Background: an optimization exercise with open tools, aiming at small area. Do not read the settings as production practice. Only simulation tests tie the RTL to the original design; equivalence was not proved. Power figures rest on the tool's default switching activity, not on a simulated workload.

job 3091:
==> flow/design.v (excerpt) <==
module ccu_muldiv_seq (
    input  logic        clk,
    input  logic        rst,
    input  logic        start,
    input  logic [7:0]  alu_mode,
    input  logic [31:0] src1,
    input  logic [31:0] src2,
    input  logic        flush,
    output logic        stall,
    output logic        done,
    output logic [31:0] result,
    output logic        ccu_ans_mux_sel,
    output logic [1:0]  state_dbg
);
Size: roughly 560 cells after synthesis, ~110 flip-flops, roughly 6100 sq um of cells after synthesis.
Settings: LEC_CHECK=0, CAP_MARGIN=20, CORE_MARGIN=2, CORE_UTILIZATION=40, SLEW_MARGIN=20, SYNTH_HIERARCHICAL=1, SYNTH_MINIMUM_KEEP_SIZE=0; clock period 10.5 ns.
run.sh (not shown) runs the stock make flow with config.mk's settings and CLKGATE_MAP_FILE= SYNTH_SCRIPT=/design/flow/synth_recipe.tcl, a recipe that flattens the netlist after the stock synthesis.
No stage failed in job 3091, and the final checks on the layout all came back clean.
Relative to job 3091, the following input files were edited for job 6415:
- putting CTS_BUF_LIST at sky130_fd_sc_hd__clkbuf_8 where nothing was set
- swapping 40 for 60 in CORE_UTILIZATION
==> flow/flow/run.sh (new file) <==
#!/bin/bash
# The standard layout with two changes, passed to ORFS through its own
# variables: single-drive buffers on the ports, and a clock tree of
# clkbuf_8 cells without dummy balancing loads.
# ORFS step also keeps its own log under orfs/logs) goes to flow_make.log.
set -euo pipefail
export BUFFER_PORTS_ARGS="-buffer_cell sky130_fd_sc_hd__buf_1"
export CTS_ARGS="-sink_clustering_enable -repair_clock_nets -buf_list sky130_fd_sc_hd__clkbuf_8 -dont_use_dummy_load"
bash standard.sh > flow_make.log 2>&1
==> flow/standard.sh (new file) <==
#!/bin/bash
# synth_recipe.tcl (not shown) runs the flow's synth.tcl, then flattens the netlist and writes it again
# the make line also repeats each setting of config.mk as NAME=value (left out here)
make -C /OpenROAD-flow-scripts/flow DESIGN_CONFIG=/design/flow/config.mk WORK_HOME=/design/flow/orfs CLKGATE_MAP_FILE= SYNTH_SCRIPT=/design/flow/synth_recipe.tcl "${@:-finish}"
removed: flow/run.sh
==> notes.md <==
- Number of buffers outside the clock class in the layout came out exactly the same in job 3091 and job 6415.
- Summary — setup slack of the critical path after layout, job 6415 relative to job 3091: lower, by 0.054 ns.
- Of job 3091 and job 6415, the lower total wire length after detailed routing belongs to job 6415.
- Compared with job 3091, in job 6415 total power after layout decreased by about 10% relative to the old numbers; routed length per placed instance decreased by 0.29 um relative to the old numbers; utilization increased by 16 points relative to the old numbers; relative contribution of combinational cells to total power increased by 2.2 points relative to the old numbers.
- Job 6415 has multi-input combinational area share above what job 3091 had.
- Job 6415: post-route non-filler standard cell count is 62 lower than what job 3091 reported.
- Cmp job 3091 and job 6415 / shortest period the worst path allows / higher: job 6415
For job 5621, these inputs were changed with respect to job 6415:
- changing CORE_UTILIZATION from 60 to 40
-- flow/flow/run.sh --
<<< job 6415, line 3
# variables: single-drive buffers on the ports, and a clock tree of
# clkbuf_8 cells without dummy balancing loads.
# ORFS step also keeps its own log under orfs/logs) goes to flow_make.log.
>>> job 5621, line 3
# variables: single-drive buffers on the ports, and a clock tree of
# clkbuf_8 cells without dummy balancing loads. Make's full output (every
# ORFS step also keeps its own log under orfs/logs) goes to flow_make.log.
==> comparison <==
Higher total track usage among job 6415 and job 5621: job 6415
Compared with job 6415, job 5621 instantiates a larger number of standard cells.
On aggregate routed wire length: between job 6415 and job 5621, it ends up higher for job 5621.
On global-route wire length before repair, job 5621 does worse than job 6415.
### job 5621 -> job 7327
- CAP_MARGIN: 20 -> 0
- SLEW_MARGIN: 20 -> 0
==> flow/flow/run.sh <==
#!/bin/bash
# The standard layout with two changes, passed to ORFS through its own
# variables: single-drive buffers on the ports, and a clock tree of
# clkbuf_8 cells without dummy balancing loads, and
# power recovery (downsizing gates off the critical paths) after global route. Make's full output (every
# ORFS step also keeps its own log under orfs/logs) goes to flow_make.log.
set -euo pipefail
export BUFFER_PORTS_ARGS="-buffer_cell sky130_fd_sc_hd__buf_1"
export RECOVER_POWER=100
export CTS_ARGS="-sink_clustering_enable -repair_clock_nets -buf_list sky130_fd_sc_hd__clkbuf_8 -dont_use_dummy_load"
bash standard.sh > flow_make.log 2>&1
--- outcome ---
Combinational power: job 7327 vs job 5621, no meaningful difference. Taking job 5621 as the reference, in job 7327 max-slew violation count +82; worst hold-check slack fell 0.0041 ns; core utilization neither gained nor lost much. Among job 7327 and job 5621, a clean, completed layout was produced by job 5621 alone. Measured against each other, job 7327 and job 5621 differ in smallest setup slack after layout, the lower figure coming from job 7327. Measured against each other, job 7327 and job 5621 differ in first-pass GRT wire length, the lower figure coming from job 7327. Comparing job 5621 against job 7327, there is no change at all in number of non-filler instances in the completed layout. As far as total number of cells along the worst setup path goes, job 7327 and job 5621 are indistinguishable; the numbers are identical. Job 7327: fmax is 0.0047 GHz lower than what job 5621 reported. Summary — shortest period the worst path allows, job 7327 relative to job 5621: higher, by 0.38 ns.
#### Input delta (job 4608 over job 7327)
==> flow/flow/run.sh <==
#!/bin/bash
# The standard layout with two changes, passed to ORFS through its own
# variables: single-drive buffers on the ports, and a clock tree of
# clkbuf_8 cells without dummy balancing loads.
# ORFS step also keeps its own log under orfs/logs) goes to flow_make.log.
set -euo pipefail
export BUFFER_PORTS_ARGS="-buffer_cell sky130_fd_sc_hd__buf_1"
export CTS_ARGS="-sink_clustering_enable -repair_clock_nets -buf_list sky130_fd_sc_hd__clkbuf_8 -dont_use_dummy_load"
bash standard.sh > flow_make.log 2>&1
### Flow results
Job 4608 completed every stage of the flow, and the final layout passed the timing, DRC and antenna checks. Job 4608: tightest hold margin 0.0094 ns above job 7327. The power in combinational cells was comparable across job 4608 and job 7327. Job 7327 -> job 4608: switching power total flat. Going from job 7327 to job 4608, area overhead of the layout relative to synthesis went up, time the worst path needs with I/O delays and setup went down, minimum setup slack in the final design went up.
Edits applied to the flow inputs when going from job 4608 to job 6271:
- a change of SLEW_MARGIN from 0 to 20
- a change of CAP_MARGIN from 0 to 20
==> flow/flow/run.sh <==
#!/bin/bash
set -euo pipefail
export BUFFER_PORTS_ARGS="-buffer_cell sky130_fd_sc_hd__buf_1"
bash standard.sh > flow_make.log 2>&1
[summary]
- Job 4608 → job 6271: global-route usage grew by 0.19 points, final area grew by 89 sq um.
- The estimated power of job 6271 ends up higher than the estimate for job 4608.
- Between job 4608 and job 6271, the fraction of met2 tracks used by global routing is higher for job 6271.

-- port drivers added, routing unchanged --
The results above use ideal ports. As a check the final layouts listed here were re-extracted and re-timed, cells and wires unchanged. Step 1, drivers: a clkbuf_16 drives clk and a buf_2 each remaining input, both assumed. Step 2 adds t to the input delays and takes it off the output delays; t is the mean of the earliest and latest rising clock arrival at the registers after step 1. Input paths then give back, and output paths get back, about the clock's delay inside the block. a / b / c = no drivers / after step 1 / after step 2; a / b = the first two.
run	t (ns)	setup slack, ns	hold slack, ns	latest minus earliest clock arrival (ns)	slew at the worst register clock pin (ns)
job 3091	0.397	1.644 / 1.644 / 1.644	0.498 / 0.498 / 0.498	0.008 / 0.008	0.08 / 0.08
job 6415	0.409	1.590 / 1.590 / 1.590	0.496 / 0.496 / 0.496	0.041 / 0.041	0.11 / 0.11
job 5621	0.411	1.728 / 1.728 / 1.728	0.488 / 0.488 / 0.488	0.037 / 0.038	0.12 / 0.12
job 7327	0.421	1.352 / 1.352 / 1.352	0.484 / 0.484 / 0.484	0.037 / 0.038	0.12 / 0.12
job 4608	0.421	1.749 / 1.749 / 1.749	0.493 / 0.493 / 0.493	0.036 / 0.036	0.12 / 0.12
job 6271	0.424	1.709 / 1.709 / 1.709	0.515 / 0.515 / 0.515	0.017 / 0.017	0.12 / 0.12
